This design comes from an exercise in tuning for a short achievable clock period and few clock cycles per item on the open sky130 flow, not from production work.
No functional check of the RTL was part of any run shown here.
No activity file was given, so power comes from the tool's default toggle rates.

### standard.sh
#!/bin/bash
# synth_recipe.tcl (not shown) runs the flow's synth.tcl, then flattens the netlist and writes it again
# the make line also repeats each setting of config.mk as NAME=value (left out here)
make -C /OpenROAD-flow-scripts/flow DESIGN_CONFIG=/design/flow/config.mk WORK_HOME=/design/flow/orfs CLKGATE_MAP_FILE= SYNTH_SCRIPT=/design/flow/synth_recipe.tcl "${@:-finish}"
### design.v
`timescale 1ns/100ps
module lc3Mux16
(
    input  logic        sel,
    input  logic [15:0] a,
    input  logic [15:0] b,
    output logic [15:0] y
);
    assign y = sel ? b : a;
endmodule
module lc3MuxN
#(
    parameter int W = 7
)(
    input  logic         sel,
    input  logic [W-1:0] a,
    input  logic [W-1:0] b,
    output logic [W-1:0] y
);
    assign y = sel ? b : a;
endmodule
module lc3AndOr3
(
    input  logic        s0,
    input  logic [15:0] d0,
    input  logic        s1,
    input  logic [15:0] d1,
    input  logic        s2,
    input  logic [15:0] d2,
    output logic [15:0] y
);
    assign y = ({16{s0}} & d0) | ({16{s1}} & d1) | ({16{s2}} & d2);
endmodule
module lc3AndOr4
(
    input  logic        s0,
    input  logic [15:0] d0,
    input  logic        s1,
    input  logic [15:0] d1,
    input  logic        s2,
    input  logic [15:0] d2,
    input  logic        s3,
    input  logic [15:0] d3,
    output logic [15:0] y
);
    assign y = ({16{s0}} & d0) | ({16{s1}} & d1) | ({16{s2}} & d2) | ({16{s3}} & d3);
endmodule
module lc3AddKs
#(
    parameter int W   = 16,
    parameter bit CIN = 1'b0
)(
    input  logic [W-1:0] a,
    input  logic [W-1:0] b,
    output logic [W-1:0] s,
    output logic         cout
);
    localparam int L = (W > 8) ? 4 : (W > 4) ? 3 : (W > 2) ? 2 : 1;
    logic [W-1:0] p0, g [0:L], p [0:L];
    assign p0 = a ^ b;
    always_comb
    begin
        g[0] = a & b;
        p[0] = p0;
        g[0][0] = (a[0] & b[0]) | (p0[0] & CIN);  
        for (int l = 0; l < L; l++)
        begin
            for (int i = 0; i < W; i++)
            begin
                if (i >= (1 << l))
                begin
                    g[l+1][i] = g[l][i] | (p[l][i] & g[l][i - (1 << l)]);
                    p[l+1][i] = p[l][i] & p[l][i - (1 << l)];
                end
                else
                begin
                    g[l+1][i] = g[l][i];
                    p[l+1][i] = p[l][i];
                end
            end
        end
        s    = p0 ^ {g[L][W-2:0], CIN};
        cout = g[L][W-1];
    end
endmodule
module lc3SumZero
(
    input  logic [15:0] a,
    input  logic [15:0] b,
    output logic        z
);
    assign z = &(~(a ^ b ^ {a[14:0] | b[14:0], 1'b0}));
endmodule
module lc3Mux1
(
    input  logic sel,
    input  logic a,
    input  logic b,
    output logic y
);
    assign y = sel ? b : a;
endmodule
module lc3BrCond
(
    input  logic        oAdd,      
    input  logic        sumN,
    input  logic        sumZ,
    input  logic        oAnd,      
    input  logic        oNot,
    input  logic        andN,
    input  logic        andZ,
    input  logic        notN,
    input  logic        notZ,
    input  logic        leaN,
    input  logic        leaZ,
    input  logic        weE,       
    input  logic [2:0]  nzpR,      
    input  logic [3:0]  fOp,       
    input  logic [2:0]  fMask,
    input  logic        block,     
    input  logic        memCyc,
    input  logic        ldCyc,
    input  logic [15:0] ldData,
    input  logic        oBr,       
    input  logic [2:0]  irMask,
    input  logic        stHit,     
    output logic [2:0]  nzpNext,   
    output logic        mTaken,    
    output logic        takeM,     
    output logic        take       
);
    logic       n, z, otherN, otherZ, pre, tR;
    assign otherN = oAnd ? andN : oNot ? notN : leaN;
    assign otherZ = oAnd ? andZ : oNot ? notZ : leaZ;
    logic [2:0] nzpE, nzpLd, nzpMem;
    assign n = oAdd ? sumN : otherN;
    assign z = oAdd ? sumZ : otherZ;
    assign nzpE   = weE ? {n, z, !n && !z} : nzpR;
    assign nzpLd  = ldData[15] ? 3'b100 : (ldData == 16'h0000) ? 3'b010 : 3'b001;
    assign nzpMem = ldCyc ? nzpLd : nzpR;
    assign nzpNext = memCyc ? nzpMem : nzpE;
    assign mTaken = oBr && |(irMask & nzpMem);
    assign takeM = memCyc && !stHit && oBr && !ldCyc && |(irMask & nzpR);
    assign pre  = !block && !memCyc && !weE && fOp == 4'b0000;
    assign tR   = |(fMask & nzpR);
    assign take = pre && tR;
endmodule
module lc3PcRelNext
(
    input  logic [15:0] addr,
    input  logic [8:0]  off,
    input  logic        take,
    input  logic [15:0] alt,
    output logic [15:0] y
);
    logic [8:0] p, g0;
    logic [8:0] g [0:4];
    logic [8:0] pp [0:4];
    logic [9:0] c;           
    logic [6:0] hiM, hiP, hiC0, hiC1;
    logic [15:0] in0, in1;
    assign p  = addr[8:0] ^ off;
    assign g0 = addr[8:0] & off;
    always_comb
    begin
        g[0] = g0;
        pp[0] = p;
        g[0][0] = addr[0] | off[0];  
        for (int l = 0; l < 4; l++)
        begin
            for (int i = 0; i < 9; i++)
            begin
                if (i >= (1 << l))
                begin
                    g[l+1][i]  = g[l][i] | (pp[l][i] & g[l][i - (1 << l)]);
                    pp[l+1][i] = pp[l][i] & pp[l][i - (1 << l)];
                end
                else
                begin
                    g[l+1][i]  = g[l][i];
                    pp[l+1][i] = pp[l][i];
                end
            end
        end
        c = {g[4], 1'b1};
    end
    assign hiM  = addr[15:9] - 7'd1;
    assign hiP  = addr[15:9] + 7'd1;
    assign hiC0 = off[8] ? hiM : addr[15:9];
    assign hiC1 = off[8] ? addr[15:9] : hiP;
    assign in0 = take ? {hiC0, p} : alt;
    assign in1 = take ? {hiC1, ~p} : alt;
    for (genvar i = 0; i < 9; i++)
    begin : gLo
        lc3Mux1 cMux (.sel(c[i]), .a(in0[i]), .b(in1[i]), .y(y[i]));
    end
    lc3MuxN #(.W(7)) hiMux (.sel(c[9]), .a(in0[15:9]), .b(in1[15:9]), .y(y[15:9]));
endmodule
`timescale 1ns/100ps
module lc3Core
#(
    parameter logic [15:0] resetPc = 16'h3000
)(
    input  logic         clk,
    input  logic         reset,
    input  logic [15:0]  memRData,
    output logic [15:0]  memAddr,
    output logic [15:0]  memWData,
    output logic         memWe,
    output logic [15:0]  pc,
    output logic         retire,
    output logic [127:0] regView,
    output logic [2:0]   nzp
);
    logic        started;    
    logic [15:0] addrR;      
    logic [15:0] addrOut;    
    logic        weR;        
    logic [15:0] wdR;        
    logic        memCyc;     
    logic        ldCyc;      
    logic [2:0]  ldDr;       
    logic [7:0]  ldWe;       
    logic [15:0] memNextPc;  
    logic [15:0] ir;         
    logic        irValid;
    logic [15:0] irAddr;
    logic [15:0] irPc1;      
    logic [15:0] pcRel;      
    logic        pcRelZ;     
    logic        irDefer;    
    logic [15:0] opA;        
    logic [15:0] opB;        
    logic [15:0] opS;        
    logic        useB;       
    logic        oOff6;      
    logic        oAdd, oAnd, oNot, oBr, oJmp, oPcMem, oStore, oLoad, oWb;
    logic        kAnd, kNot;   
    logic [7:0][15:0] regs;
    logic [7:0][15:0] regOut;
    logic [2:0]  nzpR;
    logic [2:0]  nzpOut;
    logic [15:0] pcR;
    logic        retireR;
    assign memAddr  = addrOut;
    assign memWData = wdR;
    assign memWe    = weR;
    assign pc       = pcR;
    assign retire   = retireR;
    assign regView  = regOut;
    assign nzp      = nzpOut;
    logic        exec, execMem, redirect, weE, stHit;
    logic [15:0] sum, other, result;
    logic        sumZero, sumCout;
    assign exec     = irValid && !memCyc;
    assign execMem  = exec && (oLoad || oStore);
    assign redirect = exec && (oJmp || (oBr && irDefer && |(ir[11:9] & nzpR)));
    assign weE      = exec && oWb;
    lc3AddKs #(.W(16), .CIN(1'b0)) addSum (.a(opA), .b(opB), .s(sum), .cout(sumCout));
    lc3SumZero sumZero0 (.a(opA), .b(opB), .z(sumZero));
    always_comb
    begin
        other = pcRel;  
        if (oAnd)
            other = opA & opB;
        else if (oNot)
            other = ~opA;
    end
    logic [15:0] andV;
    logic        andZ, notZ;
    assign andV = opA & opB;
    assign andZ = andV == 16'h0000;
    assign notZ = opA == 16'hffff;
    lc3Mux16 resMux (.sel(oAdd), .a(other), .b(sum), .y(result));
    logic stHitR;
    assign stHit = weR && stHitR;
    logic [3:0]  fOp;
    logic [2:0]  fS1, fS2, fSd;
    logic        fImm, fOff6;
    logic [15:0] fPc1, fPcRel;
    logic [2:0]  nzpNext;
    logic        take, takeM, mTaken;
    assign fOp   = memRData[15:12];
    assign fS1   = memRData[8:6];
    assign fS2   = memRData[2:0];
    assign fSd   = memRData[11:9];
    assign fOff6 = fOp == 4'b0110 || fOp == 4'b0111;
    assign fImm  = memRData[5];
    logic [3:0] dOp;
    logic       dImm, dOff6;
    assign dOp   = memCyc ? ir[15:12] : fOp;
    assign dImm  = memCyc ? ir[5] : fImm;
    assign dOff6 = dOp == 4'b0110 || dOp == 4'b0111;
    assign fPc1 = addrR + 16'd1;
    logic [6:0] hiM, hiP;
    logic       c9;
    assign hiM = addrR[15:9] - 7'd1;
    assign hiP = addrR[15:9] + 7'd1;
    lc3AddKs #(.W(9), .CIN(1'b1)) addPcRel (.a(addrR[8:0]), .b(memRData[8:0]), .s(fPcRel[8:0]), .cout(c9));
    logic [6:0] hiC0, hiC1;
    assign hiC0 = memRData[8] ? hiM : addrR[15:9];
    assign hiC1 = memRData[8] ? addrR[15:9] : hiP;
    lc3MuxN #(.W(7)) hiMux (.sel(c9), .a(hiC0), .b(hiC1), .y(fPcRel[15:9]));
    lc3BrCond brCond (
        .oAdd    (oAdd),
        .sumN    (sum[15]),
        .sumZ    (sumZero),
        .oAnd    (kAnd),
        .oNot    (kNot),
        .andN    (andV[15]),
        .andZ    (andZ),
        .notN    (!opA[15]),
        .notZ    (notZ),
        .leaN    (pcRel[15]),
        .leaZ    (pcRelZ),
        .weE     (weE),
        .nzpR    (nzpR),
        .fOp     (fOp),
        .fMask   (fSd),
        .block   (execMem || redirect || !started),
        .memCyc  (memCyc),
        .ldCyc   (ldCyc),
        .ldData  (memRData),
        .oBr     (oBr),
        .irMask  (ir[11:9]),
        .stHit   (stHit),
        .nzpNext (nzpNext),
        .mTaken  (mTaken),
        .takeM   (takeM),
        .take    (take)
    );
    logic [15:0] addrA0, addrA2, addrNext;
    logic seqNext;
    assign seqNext = started && !memCyc && !redirect && !execMem;
    always_comb
    begin
        if (!started)
            addrA0 = addrR;
        else if (memCyc)
            addrA0 = stHit ? irAddr : irPc1;
        else
            addrA0 = oJmp ? opA : pcRel;
    end
    lc3AndOr4 addrMx1 (.s0((execMem && oPcMem) || takeM), .d0(pcRel),
                       .s1(execMem && !oPcMem), .d1(sum),
                       .s2(seqNext), .d2(fPc1),
                       .s3(!execMem && !seqNext && !takeM), .d3(addrA0), .y(addrA2));
    lc3PcRelNext addrMx3 (.addr(addrR), .off(memRData[8:0]), .take(take), .alt(addrA2), .y(addrNext));
    logic [7:0][15:0] regsHold, regsNext;
    always_comb
    begin
        for (int i = 0; i < 8; i++)
            regsHold[i] = ldWe[i] ? memRData : regs[i];
    end
    for (genvar i = 0; i < 8; i++)
    begin : gWr
        lc3Mux16 wrMux (.sel(weE && ir[11:9] == 3'(i)), .a(regsHold[i]), .b(result), .y(regsNext[i]));
    end
    logic [2:0] nzpRNext;
    assign nzpRNext = nzpNext;
    logic [15:0] preA, preB, preS, opANext, opBNext, opSNext;
    logic        bypA, bypB, bypS;
    always_comb
    begin
        if (memCyc)
        begin
            preA = (ldCyc && ldDr == ir[8:6]) ? memRData : regs[ir[8:6]];
            if (!useB)
                preB = oOff6 ? {{10{ir[5]}}, ir[5:0]} : {{11{ir[4]}}, ir[4:0]};
            else
                preB = (ldCyc && ldDr == ir[2:0]) ? memRData : regs[ir[2:0]];
            preS = (ldCyc && ldDr == ir[11:9]) ? memRData : regs[ir[11:9]];
        end
        else
        begin
            preA = regs[fS1];
            if (fOff6)
                preB = {{10{memRData[5]}}, memRData[5:0]};
            else if (fImm)
                preB = {{11{memRData[4]}}, memRData[4:0]};
            else
                preB = regs[fS2];
            preS = regs[fSd];
        end
    end
    assign bypA = !memCyc && weE && ir[11:9] == fS1;
    assign bypB = !memCyc && weE && !fOff6 && !fImm && ir[11:9] == fS2;
    assign bypS = !memCyc && weE && ir[11:9] == fSd;
    lc3Mux16 bypMxA (.sel(bypA), .a(preA), .b(result), .y(opANext));
    lc3Mux16 bypMxB (.sel(bypB), .a(preB), .b(result), .y(opBNext));
    lc3Mux16 bypMxS (.sel(bypS), .a(preS), .b(result), .y(opSNext));
    always_ff @(posedge clk or posedge reset)
    begin
        if (reset)
        begin
            started <= 1'b0;
            addrR   <= resetPc;
            weR     <= 1'b0;
            memCyc  <= 1'b0;
            ldCyc   <= 1'b0;
            irValid <= 1'b0;
            retireR <= 1'b0;
            regs    <= '0;
            nzpR    <= 3'b000;
            ldWe    <= '0;
        end
        else
        begin
            started <= 1'b1;
            addrR   <= addrNext;
            regs    <= regsNext;
            for (int i = 0; i < 8; i++)
                ldWe[i] <= execMem && oLoad && ir[11:9] == 3'(i);
            nzpR    <= nzpRNext;
            memCyc  <= execMem;
            weR     <= execMem && oStore;
            ldCyc   <= execMem && oLoad;
            retireR <= memCyc || (exec && !(oLoad || oStore));
            if (!started)
                irValid <= 1'b0;
            else if (memCyc)
            begin
                if (stHit)
                    irValid <= 1'b0;
            end
            else
                irValid <= !redirect;
        end
    end
    always_ff @(posedge clk)
    begin
        addrOut <= addrNext;
        regOut  <= regsNext;
        nzpOut  <= nzpRNext;
        opA     <= opANext;
        opB     <= opBNext;
        opS     <= opSNext;
        if (memCyc)
            pcR <= memNextPc;
        else if (exec && !(oLoad || oStore))
            pcR <= redirect ? (oJmp ? opA : pcRel) : oBr ? addrR : irPc1;
        if (memCyc)
            irDefer <= ldCyc;
        else
        begin
            irDefer <= weE;
            ir      <= memRData;
            irAddr  <= addrR;
            irPc1   <= fPc1;
            pcRel   <= fPcRel;
            pcRelZ  <= {{7{memRData[8]}}, memRData[8:0]} == ~addrR;
        end
        oAdd    <= dOp == 4'b0001;
        oAnd    <= dOp == 4'b0101;
        oNot    <= dOp == 4'b1001;
        kAnd    <= dOp == 4'b0101 || dOp == 4'b0001;
        kNot    <= dOp == 4'b1001 || dOp == 4'b0001;
        oWb     <= dOp == 4'b0001 || dOp == 4'b0101 || dOp == 4'b1001 || dOp == 4'b1110;
        oBr     <= dOp == 4'b0000;
        oJmp    <= dOp == 4'b1100;
        oPcMem  <= dOp == 4'b0010 || dOp == 4'b0011;
        oStore  <= dOp == 4'b0011 || dOp == 4'b0111;
        oLoad   <= dOp == 4'b0010 || dOp == 4'b0110;
        useB    <= !dOff6 && !dImm;
        oOff6   <= dOff6;
        stHitR    <= (oPcMem ? pcRel : sum) == addrR;
        wdR       <= opS;
        ldDr      <= ir[11:9];
        memNextPc <= irPc1;
    end
endmodule
### config.mk
export PLATFORM = sky130hd
export DESIGN_NAME = lc3Core
export DESIGN_NICKNAME = lc3Core
export VERILOG_FILES = /design/flow/design.v
export SDC_FILE = /design/flow/constraint.sdc
export NUM_CORES = 4
export LEC_CHECK = 0
export ABC_CLOCK_PERIOD_IN_PS = 1000
export CAP_MARGIN = 20
export CORE_MARGIN = 2
export CORE_UTILIZATION = 40
export SLEW_MARGIN = 20
export SYNTH_HIERARCHICAL = 1
### constraint.sdc
create_clock -name core_clock -period 8.0 [get_ports {clk}]
set_input_delay 1.6000 -clock core_clock [delete_from_list [all_inputs] [get_ports {clk}]]
set_output_delay 1.6000 -clock core_clock [all_outputs]
set_load 0.01 [all_outputs]
### flow/run.sh
#!/bin/bash
set -euo pipefail
export SETUP_SLACK_MARGIN=6
bash standard.sh > standard.log 2>&1
==> results.py, run 1 <==
metrics = {
    "finish": {
        "reg_top3": "regOut: 128 flops, regs: 128 flops",
        "drive_gt1_share_pct": 57.1,
        "syn2layout_area_growth_pct": 38.5,
        "final_cell_area_um2": 41000,
        "fin_nets": 2903,
    },
    "route": {
        "drtAntennaViolNets": 0,
        "drt_iter0_drc": 2755,
        "avgViaCountPerCell": 6.38,
        "routed_wl_mm": 122,
        "drc_errors": 0,
        "wire_per_inst_um": 31.9,
        "vias": 24500,
        "first_pass_iters": 19,
    },
    "clocking": {
        "clock_path_buffers": 3,
        "cts_sinks": 487,
        "htreeDepth": 2,
        "cts_made_buffers": 55,
        "cts_root_buffer": "clkbuf_16",
        "clk_latency_ns": 0.66,
        "cts_tree": "built",
        "cts.clk_slew.worst_paths_ns": 0.06,
    },
    "place": {
        "globalplace.congestion": 0.874,
        "dpl_cell_area_um2": 32900,
        "dpl.hpwl_mm": 64.0,
        "port_buffers": 198,
    },
    "setup_path": {
        "worstSetupPathType": "input pin to register",
        "arrival_ns": 3.44,
        "path_cells": "buf_12 -> buf_12 -> buf_8 -> xor2_2 -> or4_4 -> nor3_4 -> buf_6 -> buf_12 -> mux2_4",
        "cp.required_ns": 8.52,
        "critical-path-max-stage-delay_ns": 0.51,
        "cp_max_fo": 7,
        "worstSetupEndpointType": "register",
        "critPathSlowestCell": "or4_4",
        "cp-start-kind": "input pin",
        "cp_common_cell": "buf_12",
    },
    "grt": {
        "grt_pass1_wl_mm": 174,
        "grt.overflow.total": 0,
        "grtUsageTotal_pct": 31.6,
        "grt_pass1_vias": 24400,
        "antenna_found_initial": 3,
        "grt_max_degree": 79,
    },
    "die": {
        "die_area_um2": 76200,
        "initial_core_util_pct": 40.5,
        "rows": 99,
        "die_h_um": 276,
        "io_pins": 199,
        "core_area_um2": 73100,
        "dieWidth_um": 276,
    },
    "synth": {
        "synthCells": 2420,
        "netlist_area_um2": 29600,
        "syn_area_per_cell_um2": 12.2,
        "syn_nets": 2494,
        "yosys_warnings": 16,
    },
    "timing": {
        "period_needed_ns": 2.92,
        "finalCritPeriodShare_pct": 36.5,
        "maxSlewHeadroom_pct": 21.6,
        "setup_viol": 0,
        "finalMaxSlewViolations": 0,
        "rsz0062_at_grt": "yes",
        "timing.fmax_ghz": 0.343,
        "finalHoldViolations": 0,
        "worst_pin_slew_ns": 1.17,
        "totalNegativeSetupSlack_ns": 0,
        "finalClockSkew_ns": 0.0390,
    },
    "status": {
        "outcome": "complete, no violations",
    },
    "power": {
        "leakagePower_nw": 16.6,
        "ir_drop_v": 0.000239,
        "total_power_mw": 15.8,
        "cellPowerDensity_nw_per_um2": 385,
    },
    "job": {
        "cap_violations": 0,
    },
    "worst_hold_path": {
        "hold_path.class": "register to register",
    },
}
## final timing paths
kind | endpoint | slack [ns] | from | depth (start not counted)
max | opB[9] | 5.08 | memRData[1] | 9
min | wdR[14] | 0.33 | opS[14] | 0
max reg2reg | regOut[60] | 5.16 | opB[0] | 12
min reg2reg | wdR[14] | 0.33 | opS[14] | 0
max in group asynchronous | regs[43] | 6.16 | reset | 4
min in group asynchronous | regs[68] | 1.30 | reset | 2
## final cells by class
type                       instances  area, µm²
timing repair inverter             1       5.00
antenna                            2       5.00
clock inverter                    33        335
timing repair buffer             539       6540
inverter                          83        363
tap                              959       1200
fill                            5732      32100
sequential                       487      11600
multi-input combinational       1662      19300
clock buffer                      71       1580
## layer usage
metal  routed length [µm]  track usage, %
met1                45300            40.0
met4                10300            20.5
met3                13900            9.52
met5                   22               0
met2                52800            46.9
## repair_timing
| action | in CTS | in global routing |
|---|---|---|
| gates resized for setup | 1391 | 215 |
| buffers inserted | 200 | 42 |
| endpoints found under the setup margin | 789 | 592 |
| pin swaps | 108 | 65 |
| gates cloned | 58 | 4 |
| hold buffers | 0 | 0 |
## worst max-delay path: cells and delay by family
| kind | cells | cell delay, ns |
|---|---|---|
| and+or+nand+nor | 2 | 0.74 |
| buffers and inverters | 5 | 0.63 |
| muxes | 1 | 0.30 |
| xor gates and xnor gates | 1 | 0.16 |
## power breakdown
part	total [mW]	switching, mW	internal (mW)
Sequential	5.05	1.34	3.71
Clock	2.66	1.16	1.50
Combinational	8.06	3.60	4.46
## per-stage QoR
| stage | util (%) | worst slack [ns] | cells | hold slack [ns] |
|---|---|---|---|---|
| 2_1_floorplan | - | 4.36 | 2420 | 0.310 |
| 3_3_place_gp | 45.0 | 3.30 | 3427 | 0.316 |
| 3_5_place_dp | 45.0 | 3.26 | 3427 | 0.320 |
| 4_1_cts | 54.3 | 5.14 | 3789 | 0.335 |
| 5_1_grt | 56.0 | 5.06 | 3835 | 0.336 |
| 6_report | 56.0 | 5.08 | 3837 | 0.333 |
## placed cells by master, fill, tap and decap left out, types with 13 or more instances in the layout
master / count
nand2_1: 110
and2_1: 36
nor3_1: 13
nor2_1: 46
nor2b_1: 23
mux2i_1: 140
buf_6: 170
mux4_2: 186
xnor2_1: 46
o21ai_0: 67
ha_4: 27
buf_8: 14
a31o_2: 14
a21oi_1: 32
a22oi_2: 32
edfxtp_1: 81
inv_1: 67
o22ai_1: 33
mux2_2: 77
mux2_4: 304
buf_16: 44
dfxtp_2: 120
clkbuf_16: 61
dfxtp_1: 101
xor2_1: 47
nand4_1: 25
a22oi_1: 25
dfrtp_1: 152
buf_12: 61
buf_4: 163
dfxtp_4: 24
nand3_1: 58
ha_1: 20
buf_2: 73
==> run 2, diff against run 1 <==
--- a/design.v
+++ b/design.v
@@ -216,6 +216,7 @@
     logic [15:0] addrR;      
     logic [15:0] addrOut;    
     logic        weR;        
+    logic        weOut;      
     logic [15:0] wdR;        
     logic        memCyc;     
     logic        ldCyc;      
@@ -244,7 +245,7 @@
     logic        retireR;
     assign memAddr  = addrOut;
     assign memWData = wdR;
-    assign memWe    = weR;
+    assign memWe    = weOut;
     assign pc       = pcR;
     assign retire   = retireR;
     assign regView  = regOut;
@@ -389,6 +390,10 @@
     lc3Mux16 bypMxA (.sel(bypA), .a(preA), .b(result), .y(opANext));
     lc3Mux16 bypMxB (.sel(bypB), .a(preB), .b(result), .y(opBNext));
     lc3Mux16 bypMxS (.sel(bypS), .a(preS), .b(result), .y(opSNext));
+    logic weNext;
+    lc3Mux1 weMux (.sel(execMem), .a(1'b0), .b(oStore), .y(weNext));
+    logic [15:0] irPcRel;
+    lc3AddKs #(.W(16), .CIN(1'b0)) addIrPcRel (.a(irPc1), .b({{7{ir[8]}}, ir[8:0]}), .s(irPcRel), .cout());
     always_ff @(posedge clk or posedge reset)
     begin
         if (reset)
@@ -396,6 +401,7 @@
             started <= 1'b0;
             addrR   <= resetPc;
             weR     <= 1'b0;
+            weOut   <= 1'b0;
             memCyc  <= 1'b0;
             ldCyc   <= 1'b0;
             irValid <= 1'b0;
@@ -414,6 +420,7 @@
             nzpR    <= nzpRNext;
             memCyc  <= execMem;
             weR     <= execMem && oStore;
+            weOut   <= weNext;
             ldCyc   <= execMem && oLoad;
             retireR <= memCyc || (exec && !(oLoad || oStore));
             if (!started)
@@ -440,7 +447,11 @@
         else if (exec && !(oLoad || oStore))
             pcR <= redirect ? (oJmp ? opA : pcRel) : oBr ? addrR : irPc1;
         if (memCyc)
+        begin
             irDefer <= ldCyc;
+            pcRel   <= irPcRel;
+            pcRelZ  <= {{7{ir[8]}}, ir[8:0]} == ~irAddr;
+        end
         else
         begin
             irDefer <= weE;
==> results.py, run 2 <==
metrics = {
    "finish": {
        "nFillCells": 6063,
        "final_cell_mix": "303 x mux2_4, 181 x mux4_2, 163 x buf_6",
        "fin_nets": 3020,
        "reg_top3": "regOut: 128 flops, regs: 128 flops",
        "syn2layout_area_growth_pct": 36.7,
        "final_common_cell": "mux2_4",
        "drive_gt1_share_pct": 55.5,
    },
    "timing": {
        "totalNegativeSetupSlack_ns": 0,
        "maxSlewHeadroom_pct": 24.6,
        "rsz0062_at_grt": "yes",
        "finalCritPeriodShare_pct": 37.9,
        "finalHoldViolations": 0,
        "timing.fmax_ghz": 0.330,
        "period_needed_ns": 3.03,
        "finalClockSkew_ns": 0.0215,
        "finalMaxSlewViolations": 0,
        "whs_ns": 0.326,
        "worst_pin_slew_ns": 1.12,
        "setup_viol": 0,
    },
    "grt": {
        "grt.overflow.total": 0,
        "antenna_found_initial": 4,
        "grt_max_degree": 82,
        "grt_pass1_vias": 25600,
        "grtUsageTotal_pct": 31.6,
        "grt_pass1_wl_mm": 181,
    },
    "setup_path": {
        "cp_max_fo": 4,
        "cp-start-kind": "register",
        "arrival_ns": 3.56,
        "worstSetupPathType": "register to register",
        "worstSetupEndpointType": "register",
        "cp.required_ns": 8.53,
        "crit_start": "opB[3]",
        "timing.rr.start": "opB[3]",
    },
    "clocking": {
        "cts.clk_slew.worst_paths_ns": 0.06,
        "clock_path_buffers": 3,
        "cts_root_buffer": "clkbuf_16",
        "clk_latency_ns": 0.64,
        "cts_sinks": 488,
        "cts_tree": "built",
        "htreeDepth": 2,
        "cts_made_buffers": 56,
    },
    "die": {
        "rows": 101,
        "die_area_um2": 78900,
        "core_area_um2": 75900,
        "initial_core_util_pct": 40.4,
        "die_h_um": 281,
        "dieWidth_um": 281,
        "io_pins": 199,
    },
    "job": {
        "cap_violations": 0,
    },
    "synth": {
        "syn_area_per_cell_um2": 12.0,
        "yosys_warnings": 16,
        "syn_nets": 2642,
        "synthCells": 2551,
        "netlist_area_um2": 30700,
    },
    "route": {
        "drtAntennaViolNets": 0,
        "drt_iter0_drc": 2865,
        "drc_errors": 0,
        "routed_wl_mm": 131,
        "first_pass_iters": 9,
        "avgViaCountPerCell": 6.36,
        "vias": 25500,
        "wire_per_inst_um": 32.6,
    },
    "power": {
        "ir_drop_v": 0.000252,
        "leakagePower_nw": 17.0,
        "cellPowerDensity_nw_per_um2": 387,
    },
    "place": {
        "globalplace.congestion": 0.916,
        "port_buffers": 198,
        "dpl.hpwl_mm": 70.1,
    },
    "worst_hold_path": {
        "hold_path.class": "register to register",
        "hp-start": "opS[6]",
    },
    "status": {
        "outcome": "complete, no violations",
    },
}
-- run 2: through the flow --
| stage | utilization (%) | total power, mW | cells | area, µm² | worst slack [ns] |
|---|---|---|---|---|---|
| after floorplan | - | 9.18 | 2551 | 32100 | 4.34 |
| after global placement | 44.7 | 11.5 | 3627 | 33900 | 3.24 |
| after detailed placement | 44.7 | 11.7 | 3627 | 33900 | 3.19 |
| after CTS | 53.1 | 15.4 | 3940 | 40300 | 5.02 |
| after global routing | 55.2 | 16.8 | 4006 | 41900 | 4.94 |
| final | 55.2 | 16.2 | 4007 | 41900 | 4.97 |
-- run 2: path summary, 6_finish.rpt --
path,cells after the start,slack [ns],end
worst min-delay path,0,0.33,wdR[6]
min in group asynchronous,3,1.60,regs[120]
max in group asynchronous,4,6.02,addrR[12]
worst min register to register,0,0.33,wdR[6]
worst max-delay path,12,4.97,stHitR
worst max register to register,12,4.97,stHitR
-- run 2: final cells by class --
| cell class | count | area (µm²) | area share (%) |
|---|---|---|---|
| tap | 1030 | 1290 | 3.07 |
| clock inverter | 31 | 352 | 0.839 |
| sequential | 488 | 11500 | 27.3 |
| multi-input combinational | 1785 | 20500 | 48.9 |
| clock buffer | 74 | 1550 | 3.70 |
| antenna | 1 | 2.50 | 0.00597 |
| timing repair buffer | 515 | 6400 | 15.3 |
| inverter | 83 | 358 | 0.853 |
-- run 2: worst max-delay path, cell delays in order (launching register included) --
cell and delay, ns:
dfxtp_4 0.37, ha_4 0.29, buf_4 0.11, nand2_1 0.07, o211ai_1 0.27, nor3b_4 0.35
nor3b_4 0.10, buf_6 0.13, a221oi_4 0.38, mux2i_1 0.16, xor2_1 0.26, nand4_1 0.19
nor4_4 0.26
-- run 2: timing repair --
action / CTS / global route
gates cloned: 54 / 10
pin swaps: 107 / 74
buffers inserted: 154 / 56
hold buffers: 0 / 0
resized for setup: 1400 / 243
endpoints found under the setup margin: 801 / 650
-- run 2: metal layers --
metal  wire (µm)  vias to the layer above  global-route usage (%)
met5           0                        -                       0
li1            -                    10400                       -
met4       11300                        0                    22.7
met2       57400                     1768                    48.3
met1       46900                    12800                    37.8
met3       15100                      557                    9.44
-- run 2: report_power, final --
part / switching [mW] / total (mW) / internal (mW) / leakage (nW)
registers: 1.39 / 5.06 / 3.68 / 4.95
logic: 3.91 / 8.52 / 4.62 / 11.1
clock network: 1.14 / 2.66 / 1.51 / 0.923
==> run 3, diff against run 2 <==
--- a/design.v
+++ b/design.v
@@ -129,7 +129,7 @@
     output logic        takeM,     
     output logic        take       
 );
-    logic       n, z, otherN, otherZ, pre, tR;
+    logic       n, z, otherN, otherZ, pre, tR, ldZ, tMz, tMnz;
     assign otherN = oAnd ? andN : oNot ? notN : leaN;
     assign otherZ = oAnd ? andZ : oNot ? notZ : leaZ;
     logic [2:0] nzpE, nzpLd, nzpMem;
@@ -140,7 +140,10 @@
     assign nzpMem = ldCyc ? nzpLd : nzpR;
     assign nzpNext = memCyc ? nzpMem : nzpE;
     assign mTaken = oBr && |(irMask & nzpMem);
-    assign takeM = memCyc && !stHit && oBr && !ldCyc && |(irMask & nzpR);
+    assign ldZ  = ldData == 16'h0000;
+    assign tMz  = memCyc && !stHit && oBr && (ldCyc ? irMask[1] : |(irMask & nzpR));
+    assign tMnz = memCyc && !stHit && oBr && (ldCyc ? (ldData[15] ? irMask[2] : irMask[0]) : |(irMask & nzpR));
+    lc3Mux1 takeMuxM (.sel(ldZ), .a(tMnz), .b(tMz), .y(takeM));
     assign pre  = !block && !memCyc && !weE && fOp == 4'b0000;
     assign tR   = |(fMask & nzpR);
     assign take = pre && tR;
@@ -330,7 +333,7 @@
         .takeM   (takeM),
         .take    (take)
     );
-    logic [15:0] addrA0, addrA2, addrNext;
+    logic [15:0] addrA0, addrA1, addrA2, addrNext;
     logic seqNext;
     assign seqNext = started && !memCyc && !redirect && !execMem;
     always_comb
@@ -342,11 +345,15 @@
         else
             addrA0 = oJmp ? opA : pcRel;
     end
-    lc3AndOr4 addrMx1 (.s0((execMem && oPcMem) || takeM), .d0(pcRel),
-                       .s1(execMem && !oPcMem), .d1(sum),
-                       .s2(seqNext), .d2(fPc1),
-                       .s3(!execMem && !seqNext && !takeM), .d3(addrA0), .y(addrA2));
-    lc3PcRelNext addrMx3 (.addr(addrR), .off(memRData[8:0]), .take(take), .alt(addrA2), .y(addrNext));
+    logic [15:0] lateV;
+    logic        selL;
+    lc3AndOr3 addrMx1 (.s0(execMem && oPcMem), .d0(pcRel),
+                       .s1(seqNext), .d1(fPc1),
+                       .s2(!execMem && !seqNext), .d2(addrA0), .y(addrA1));
+    lc3PcRelNext addrMx2 (.addr(addrR), .off(memRData[8:0]), .take(take), .alt(addrA1), .y(addrA2));
+    lc3Mux16 lateMx  (.sel(takeM), .a(sum), .b(pcRel), .y(lateV));
+    assign selL = takeM || (execMem && !oPcMem);
+    lc3Mux16 addrMx3 (.sel(selL),  .a(addrA2), .b(lateV), .y(addrNext));
     logic [7:0][15:0] regsHold, regsNext;
     always_comb
     begin
@@ -448,7 +455,7 @@
             pcR <= redirect ? (oJmp ? opA : pcRel) : oBr ? addrR : irPc1;
         if (memCyc)
         begin
-            irDefer <= ldCyc;
+            irDefer <= 1'b0;
             pcRel   <= irPcRel;
             pcRelZ  <= {{7{ir[8]}}, ir[8:0]} == ~irAddr;
         end
==> results.py, run 3 <==
metrics = {
    "timing": {
        "finalCritPeriodShare_pct": 39.7,
        "period_needed_ns": 3.17,
        "rsz0062_at_grt": "yes",
        "setup_ws_ns": 4.83,
        "worst_pin_slew_ns": 1.10,
        "timing.fmax_ghz": 0.315,
        "finalMaxSlewViolations": 0,
        "maxSlewHeadroom_pct": 25.6,
        "whs_ns": 0.324,
        "totalNegativeSetupSlack_ns": 0,
        "setup_viol": 0,
        "finalClockSkew_ns": 0.0274,
        "finalHoldViolations": 0,
    },
    "finish": {
        "fin_nets": 3037,
        "final_cell_mix": "327 x mux2_4, 185 x mux4_2, 174 x buf_6",
        "reg_top3": "regOut: 128 flops, regs: 128 flops",
        "multi_input_area_um2": 20200,
        "drive_gt1_share_pct": 53.5,
        "final_cell_area_um2": 41300,
        "nFillCells": 6314,
        "final_common_cell": "mux2_4",
        "fin_cells": 4019,
        "post-route-util_pct": 54.3,
        "syn2layout_area_growth_pct": 34.1,
        "antennaDiodeCount": 0,
        "regArea_um2": 11500,
    },
    "power": {
        "ir_drop_v": 0.000244,
        "total_power_mw": 16.0,
        "leakagePower_nw": 17.1,
        "cellPowerDensity_nw_per_um2": 387,
    },
    "place": {
        "globalplace.congestion": 0.928,
        "dpl.hpwl_mm": 70.4,
        "place_inst": 3671,
        "dpl_worst_slack_ns": 3.04,
        "port_buffers": 198,
        "dpl_cell_area_um2": 34000,
    },
    "route": {
        "drt_iter0_drc": 2889,
        "wire_per_inst_um": 31.3,
        "drc_errors": 0,
        "vias": 25500,
        "first_pass_iters": 8,
        "avgViaCountPerCell": 6.33,
        "drtAntennaViolNets": 0,
        "routed_wl_mm": 126,
    },
    "setup_path": {
        "worstSetupEndpointType": "register",
        "cp-start-kind": "input pin",
        "cp.required_ns": 8.52,
        "cp_max_fo": 10,
        "worstSetupPathType": "input pin to register",
        "arrival_ns": 3.69,
    },
    "synth": {
        "netlist_area_um2": 30800,
        "yosys_warnings": 16,
        "syn_area_per_cell_um2": 11.9,
        "syn_nets": 2680,
        "synthCells": 2589,
    },
    "job": {
        "cap_violations": 0,
    },
    "clocking": {
        "ctsHoldBuffers": 0,
        "cts_tree": "built",
        "clock_path_buffers": 3,
        "clk_latency_ns": 0.65,
        "htreeDepth": 2,
        "cts_sinks": 488,
        "cts.clk_slew.worst_paths_ns": 0.07,
        "cts_root_buffer": "clkbuf_16",
        "cts_made_buffers": 52,
    },
    "grt": {
        "grt_max_degree": 84,
        "grt_pass1_vias": 25300,
        "grtUsageTotal_pct": 30.7,
        "grt_pass1_wl_mm": 178,
        "antenna_found_initial": 1,
        "grt.overflow.total": 0,
    },
    "die": {
        "dieWidth_um": 281,
        "io_pins": 199,
        "die_h_um": 281,
        "initial_core_util_pct": 40.5,
        "core_area_um2": 76100,
        "rows": 101,
        "die_area_um2": 79200,
    },
    "status": {
        "outcome": "complete, no violations",
    },
    "worst_hold_path": {
        "hold_path.class": "register to register",
    },
}
run 3: path summary, 6_finish.rpt:
| kind | from | to | slack, ns | cells past startpoint |
|---|---|---|---|---|
| setup / recovery | memRData[9] | addrR[0] | 4.83 | 10 |
| hold / removal | opS[0] | wdR[0] | 0.32 | 0 |
| setup reg to reg | ir[10] | addrR[7] | 4.92 | 15 |
| hold reg to reg | opS[0] | wdR[0] | 0.32 | 0 |
| max in group asynchronous | reset | addrR[13] | 6.02 | 4 |
| min in group asynchronous | reset | regs[19] | 1.41 | 3 |
run 3: layout make-up:
cell class	count	share of cell area, %
repair buffers	496	14.9
flip-flops and latches	488	27.8
multi-input cells	1805	49.0
clock buffers	71	3.60
well taps	1030	3.12
inverters	103	1.03
clock inverters	26	0.585
run 3: worst max-delay path, stage by stage:
cell      delay [ns]
buf_12          0.14
a222oi_1        0.68
nor2_4          0.16
buf_8           0.19
buf_6           0.12
buf_6           0.12
nor2_2          0.07
a21oi_1         0.04
mux2_4          0.26
mux2_4          0.28
run 3: where the power goes:
| part | switching, mW | internal, mW |
|---|---|---|
| logic | 3.84 | 4.59 |
| clock network | 1.13 | 1.33 |
| registers | 1.41 | 3.67 |
| total | 6.38 | 9.59 |
run 3: metal layers:
metal | vias up | global-route usage, % | share of wire [%]
met5 | - | 0 | 0
met4 | 0 | 19.1 | 7.5
met3 | 478 | 6.69 | 10
met2 | 1748 | 48.3 | 45
met1 | 12800 | 38.4 | 37
li1 | 10400 | - | -
run 3: repair_timing:
item / in CTS / in global routing
gates resized for setup: 1361 / 244
gates cloned: 47 / 8
endpoints found under the setup margin: 755 / 636
setup buffers: 144 / 52
pin swaps: 72 / 56
==> run 4, diff against run 3 <==
--- a/design.v
+++ b/design.v
@@ -148,57 +148,6 @@
     assign tR   = |(fMask & nzpR);
     assign take = pre && tR;
 endmodule
-module lc3PcRelNext
-(
-    input  logic [15:0] addr,
-    input  logic [8:0]  off,
-    input  logic        take,
-    input  logic [15:0] alt,
-    output logic [15:0] y
-);
-    logic [8:0] p, g0;
-    logic [8:0] g [0:4];
-    logic [8:0] pp [0:4];
-    logic [9:0] c;           
-    logic [6:0] hiM, hiP, hiC0, hiC1;
-    logic [15:0] in0, in1;
-    assign p  = addr[8:0] ^ off;
-    assign g0 = addr[8:0] & off;
-    always_comb
-    begin
-        g[0] = g0;
-        pp[0] = p;
-        g[0][0] = addr[0] | off[0];  
-        for (int l = 0; l < 4; l++)
-        begin
-            for (int i = 0; i < 9; i++)
-            begin
-                if (i >= (1 << l))
-                begin
-                    g[l+1][i]  = g[l][i] | (pp[l][i] & g[l][i - (1 << l)]);
-                    pp[l+1][i] = pp[l][i] & pp[l][i - (1 << l)];
-                end
-                else
-                begin
-                    g[l+1][i]  = g[l][i];
-                    pp[l+1][i] = pp[l][i];
-                end
-            end
-        end
-        c = {g[4], 1'b1};
-    end
-    assign hiM  = addr[15:9] - 7'd1;
-    assign hiP  = addr[15:9] + 7'd1;
-    assign hiC0 = off[8] ? hiM : addr[15:9];
-    assign hiC1 = off[8] ? addr[15:9] : hiP;
-    assign in0 = take ? {hiC0, p} : alt;
-    assign in1 = take ? {hiC1, ~p} : alt;
-    for (genvar i = 0; i < 9; i++)
-    begin : gLo
-        lc3Mux1 cMux (.sel(c[i]), .a(in0[i]), .b(in1[i]), .y(y[i]));
-    end
-    lc3MuxN #(.W(7)) hiMux (.sel(c[9]), .a(in0[15:9]), .b(in1[15:9]), .y(y[15:9]));
-endmodule
 `timescale 1ns/100ps
 module lc3Core
 #(
@@ -345,15 +294,12 @@
         else
             addrA0 = oJmp ? opA : pcRel;
     end
-    logic [15:0] lateV;
-    logic        selL;
-    lc3AndOr3 addrMx1 (.s0(execMem && oPcMem), .d0(pcRel),
-                       .s1(seqNext), .d1(fPc1),
-                       .s2(!execMem && !seqNext), .d2(addrA0), .y(addrA1));
-    lc3PcRelNext addrMx2 (.addr(addrR), .off(memRData[8:0]), .take(take), .alt(addrA1), .y(addrA2));
-    lc3Mux16 lateMx  (.sel(takeM), .a(sum), .b(pcRel), .y(lateV));
-    assign selL = takeM || (execMem && !oPcMem);
-    lc3Mux16 addrMx3 (.sel(selL),  .a(addrA2), .b(lateV), .y(addrNext));
+    lc3AndOr4 addrMx1 (.s0(execMem && oPcMem), .d0(pcRel),
+                       .s1(execMem && !oPcMem), .d1(sum),
+                       .s2(seqNext), .d2(fPc1),
+                       .s3(!execMem && !seqNext), .d3(addrA0), .y(addrA1));
+    lc3Mux16 addrMx2 (.sel(takeM),   .a(addrA1), .b(pcRel),  .y(addrA2));
+    lc3Mux16 addrMx3 (.sel(take),    .a(addrA2), .b(fPcRel), .y(addrNext));
     logic [7:0][15:0] regsHold, regsNext;
     always_comb
     begin
==> results.py, run 4 <==
metrics = {
    "status": {
        "outcome": "complete, no violations",
    },
    "clocking": {
        "cts_sinks": 488,
        "cts_root_buffer": "clkbuf_16",
        "cts_tree": "built",
        "clk_latency_ns": 0.62,
        "ctsHoldBuffers": 0,
        "cts.clk_slew.worst_paths_ns": 0.06,
        "htreeDepth": 2,
        "clock_path_buffers": 3,
        "cts_made_buffers": 53,
    },
    "timing": {
        "worst_pin_slew_ns": 1.10,
        "rsz0062_at_grt": "yes",
        "finalHoldViolations": 0,
        "finalClockSkew_ns": 0.0217,
        "totalNegativeSetupSlack_ns": 0,
        "finalCritPeriodShare_pct": 38.0,
        "timing.fmax_ghz": 0.329,
        "setup_viol": 0,
        "period_needed_ns": 3.04,
        "maxSlewHeadroom_pct": 26.2,
        "finalMaxSlewViolations": 0,
    },
    "finish": {
        "final_cell_mix": "308 x mux2_4, 186 x mux2i_1, 182 x buf_6",
        "post-route-util_pct": 55.0,
        "nFillCells": 5914,
        "syn2layout_area_growth_pct": 36.2,
        "fin_nets": 2939,
        "reg_top3": "regOut: 128 flops, regs: 128 flops",
        "drive_gt1_share_pct": 54.3,
        "final_cell_area_um2": 40900,
        "final_common_cell": "mux2_4",
        "antennaDiodeCount": 0,
    },
    "synth": {
        "syn_nets": 2578,
        "netlist_area_um2": 30000,
        "yosys_warnings": 13,
        "syn_area_per_cell_um2": 12.0,
        "synthCells": 2498,
    },
    "setup_path": {
        "cp_common_cell": "mux2_4",
        "crit_start": "memRData[4]",
        "cp_max_fo": 8,
        "timing.rr.start": "opB[0]",
        "critPathSlowestCell": "mux2_4",
        "cp.required_ns": 8.50,
        "arrival_ns": 3.54,
        "critical-path-top-delay-family": "multiplexers",
        "worstSetupEndpointType": "register",
        "worst-path-buf-inv": 3,
        "critical-path-max-stage-delay_ns": 0.43,
        "path_cells": "buf_6 -> buf_12 -> buf_12 -> nor4_4 -> and4_4 -> mux2_4 -> mux2_4 -> mux2_4",
        "worstSetupPathType": "input pin to register",
        "cp-start-kind": "input pin",
    },
    "worst_hold_path": {
        "hp-start": "opS[1]",
        "hold_path.class": "register to register",
    },
    "route": {
        "drt_iter0_drc": 3341,
        "routed_wl_mm": 126,
        "wire_per_inst_um": 32.5,
        "first_pass_iters": 7,
        "drc_errors": 0,
        "vias": 24900,
        "drtAntennaViolNets": 0,
        "avgViaCountPerCell": 6.43,
    },
    "die": {
        "initial_core_util_pct": 40.4,
        "rows": 100,
        "die_area_um2": 77300,
        "core_area_um2": 74400,
        "io_pins": 199,
        "die_h_um": 278,
        "dieWidth_um": 278,
    },
    "power": {
        "leakagePower_nw": 16.8,
        "total_power_mw": 16.0,
        "internal-power_mw": 9.72,
        "pwr-share-comb_pct": 52.3,
        "p_switching_mw": 6.30,
        "switching_share_pct": 39.3,
        "pwr-share-seq_pct": 31.6,
        "ir_drop_v": 0.000249,
        "cellPowerDensity_nw_per_um2": 391,
        "pwr-share-clk_pct": 16.1,
    },
    "grt": {
        "grt_max_degree": 85,
        "grt_pass1_vias": 24800,
        "grt.overflow.total": 0,
        "grt_pass1_wl_mm": 177,
        "grtUsageTotal_pct": 31.0,
        "antenna_found_initial": 4,
    },
    "place": {
        "port_buffers": 198,
        "globalplace.congestion": 0.911,
        "dpl_cell_area_um2": 33100,
        "dpl.hpwl_mm": 69.1,
    },
    "job": {
        "cap_violations": 0,
    },
}
[run 4: cell count changes in the layout (fill, tap and decap cells not counted), moves of 31 or more]
cell and delta:
mux2i_1 +44, o22ai_1 +31, nand2_1 -56, and2_1 +33
o211ai_1 -34, a22oi_1 +31
[run 4: stage by stage]
step	hold WS, ns	worst slack [ns]	cells
4_1_cts	0.328	5.02	3811
3_5_place_dp	0.314	3.21	3514
2_1_floorplan	0.310	4.34	2498
5_1_grt	0.333	4.94	3873
3_3_place_gp	0.315	3.20	3513
6_report	0.325	4.96	3873
[run 4: final timing paths]
check	end	slack, ns	depth (start not counted)
worst max-delay path	addrR[10]	4.96	8
worst min-delay path	wdR[1]	0.33	0
worst max register to register	regOut[12]	5.01	11
worst min register to register	wdR[1]	0.33	0
max in group asynchronous	regs[68]	6.03	5
min in group asynchronous	regs[38]	1.37	3
[run 4: metal layers]
layer	share of wire (%)	up-vias	routed length (µm)	global-route usage, %
li1	-	10100	-	-
met1	37	12500	46100	38.4
met2	45	1782	56300	48.6
met3	11	508	13600	7.56
met4	7.8	6	9800	19.3
met5	0.033	-	42	0
[run 4: layout make-up]
| class | instances | area (µm²) | area share [%] |
|---|---|---|---|
| clock buffers | 72 | 1570 | 3.85 |
| well taps | 969 | 1210 | 2.96 |
| repair buffers | 496 | 6280 | 15.3 |
| flip-flops and latches | 488 | 11500 | 28.1 |
| multi-input cells | 1739 | 19800 | 48.3 |
| inverters | 81 | 334 | 0.816 |
| clock inverters | 28 | 253 | 0.618 |
[run 4: power by group through the flow]
stage | combinational, mW | sequential (mW) | clock [mW]
finish | 8.37 | 5.07 | 2.58
floorplan | 4.37 | 4.52 | 0
global route | 8.75 | 5.16 | 2.70
detailed placement | 6.43 | 4.94 | 0
global placement | 6.35 | 4.91 | 0
CTS | 7.53 | 4.93 | 2.60
[run 4: repair_timing]
action / in CTS / in global routing
pin swaps: 63 / 50
endpoints found under the hold margin: 0 / 0
setup buffers: 149 / 54
setup endpoints to repair: 766 / 595
cloned: 48 / 8
gates resized for setup: 1404 / 253
==> run 5, diff against run 4 <==
==> flow/run.sh (replaced) <==
#!/bin/bash
set -euo pipefail
export SETUP_SLACK_MARGIN=5.5
bash standard.sh > standard.log 2>&1
==> results.py, run 5 <==
metrics = {
    "synth": {
        "netlist_area_um2": 30000,
        "syn_area_per_cell_um2": 12.0,
        "yosys_warnings": 13,
        "syn_nets": 2578,
        "synthCells": 2498,
    },
    "setup_path": {
        "cp.required_ns": 8.49,
        "cp-start-kind": "input pin",
        "worstSetupEndpointType": "register",
        "worstSetupPathType": "input pin to register",
        "reg2reg_depth": 9,
        "cp_max_fo": 31,
        "rrSetupSlack_ns": 5.08,
        "arrival_ns": 3.49,
    },
    "timing": {
        "maxSlewHeadroom_pct": 20.0,
        "setup_viol": 0,
        "finalHoldViolations": 0,
        "finalMaxSlewViolations": 0,
        "timing.fmax_ghz": 0.334,
        "finalCritPeriodShare_pct": 37.4,
        "worst_pin_slew_ns": 1.19,
        "totalNegativeSetupSlack_ns": 0,
        "period_needed_ns": 3.00,
        "rsz0062_at_grt": "yes",
        "setup_ws_ns": 5.00,
        "finalClockSkew_ns": 0.0247,
    },
    "finish": {
        "fin_cells": 3772,
        "reg_top3": "regOut: 128 flops, regs: 128 flops",
        "final_cell_mix": "240 x mux2_4, 193 x mux2i_1, 164 x mux2_2",
        "syn2layout_area_growth_pct": 27.9,
        "final_common_cell": "mux2_4",
        "drive_gt1_share_pct": 50.6,
        "final_cell_area_um2": 38400,
        "fin_nets": 2837,
        "post-route-util_pct": 51.6,
    },
    "power": {
        "pwr-share-seq_pct": 33.3,
        "pwr-share-clk_pct": 17.5,
        "internal-power_mw": 9.38,
        "pwr-share-comb_pct": 49.2,
        "switching_share_pct": 39.3,
        "cellPowerDensity_nw_per_um2": 402,
        "ir_drop_v": 0.000249,
        "p_switching_mw": 6.06,
        "leakagePower_nw": 15.7,
    },
    "place": {
        "globalplace.congestion": 0.892,
        "port_buffers": 198,
        "dpl.hpwl_mm": 69.0,
        "dpl_worst_slack_ns": 3.24,
        "dpl_cell_area_um2": 32700,
        "place_inst": 3508,
    },
    "job": {
        "cap_violations": 0,
    },
    "route": {
        "drtAntennaViolNets": 0,
        "routed_wl_mm": 119,
        "drt_iter0_drc": 2915,
        "wire_per_inst_um": 31.6,
        "drc_errors": 0,
        "avgViaCountPerCell": 6.33,
        "vias": 23900,
        "first_pass_iters": 7,
    },
    "clocking": {
        "clk_latency_ns": 0.62,
        "htreeDepth": 2,
        "cts.clk_slew.worst_paths_ns": 0.06,
        "cts_root_buffer": "clkbuf_16",
        "cts_tree": "built",
        "cts_made_buffers": 55,
        "cts_sinks": 488,
        "ctsHoldBuffers": 0,
        "clock_path_buffers": 3,
    },
    "worst_hold_path": {
        "hold_path.class": "register to register",
        "hold_depth": 0,
    },
    "die": {
        "dieWidth_um": 278,
        "die_area_um2": 77300,
        "core_area_um2": 74400,
        "die_h_um": 278,
        "io_pins": 199,
        "rows": 100,
        "initial_core_util_pct": 40.4,
    },
    "grt": {
        "grt_max_degree": 161,
        "antenna_found_initial": 5,
        "grt_pass1_vias": 23900,
        "grt.overflow.total": 0,
        "grtUsageTotal_pct": 29.2,
        "grt_pass1_wl_mm": 168,
    },
    "status": {
        "outcome": "complete, no violations",
    },
}
-- run 5: timing repair --
item | 4_1_cts | 5_1_grt
pin swaps | 53 | 40
buffers inserted | 80 | 42
gates cloned | 26 | 13
gates resized for setup | 1245 | 203
endpoints found under the setup margin | 636 | 485
-- run 5: path summary, 6_finish.rpt --
check / from / to
setup / recovery: memRData[11] / addrR[9]
hold / removal: opS[11] / wdR[11]
setup reg to reg: addrR[0] / addrR[14]
hold reg to reg: opS[11] / wdR[11]
max in group asynchronous: reset / memCyc
min in group asynchronous: reset / regs[62]
-- run 5: power by group through the flow --
stage / Combinational, mW / Clock [mW] / Sequential, mW
after global routing: 7.97 / 2.84 / 5.23
after global placement: 6.27 / 0 / 4.93
after detailed placement: 6.35 / 0 / 4.97
after floorplan: 4.29 / 0 / 4.51
final: 7.59 / 2.70 / 5.15
after CTS: 7.00 / 2.74 / 5.02
-- run 5: cell type report --
class | count | area (µm²)
multi-input combinational | 1736 | 18900
fill | 6268 | 36000
sequential | 488 | 11500
clock buffer | 77 | 1680
inverter | 81 | 333
clock inverter | 24 | 262
antenna | 2 | 5.00
tap | 969 | 1210
timing repair buffer | 395 | 4560
-- run 5: critical path, stage by stage --
cell	delay, ns
buf_2	0.12
buf_12	0.17
nor4_2	0.23
and4_4	0.31
mux2_4	0.43
mux2_4	0.33
mux2_4	0.27
-- run 5: routing by layer --
layer  track usage (%)  vias to the layer above  share of wire (%)
li1                  -                     9911                  -
met5                 0                        -              0.025
met2              46.5                     1505                 45
met1              37.2                    12100                 38
met4              14.7                        4                6.6
met3              6.89                      411                9.7
-- run 5: per-stage QoR --
step / hold slack, ns / power, mW
floorplan: 0.310 / 8.80
global placement: 0.314 / 11.2
detailed placement: 0.313 / 11.3
CTS: 0.326 / 14.8
global route: 0.332 / 16.0
finish: 0.326 / 15.4

[re-timing with driven ports]
How much do the figures lean on ideal ports? The routed layouts below were timed once more, with nothing changed but the port constraints. Step 1 (the two cells are an assumption about what drives the block):
set clk [get_ports {clk}]
set_driving_cell -lib_cell sky130_fd_sc_hd__clkbuf_16 $clk
set_driving_cell -lib_cell sky130_fd_sc_hd__buf_2 [delete_from_list [all_inputs] $clk]
Step 2, shift: input delay + t, output delay - t, t = (earliest + latest rising clock arrival at the registers) / 2. This alone moves slack from input paths to output paths. Three values: ideal ports, drivers, drivers and shift; two values: the first two.
run	t, ns	slack for setup (ns)	clock arrival spread, ns	worst data-port slew with drivers (ns)
run 1	0.705	5.081 / 5.074 / 4.393	0.039 / 0.040	0.31
run 2	0.704	4.971 / 4.971 / 4.353	0.025 / 0.024	0.28
run 3	0.706	4.825 / 4.850 / 4.144	0.029 / 0.029	0.09
run 4	0.685	4.962 / 4.915 / 4.230	0.022 / 0.022	0.22
run 5	0.679	5.004 / 5.041 / 4.361	0.025 / 0.025	0.18
After both steps setup and hold are still met in every run listed. The setup slack of run 4, which loses most, moves by -0.047 ns with the drivers and by -0.732 ns with both steps.
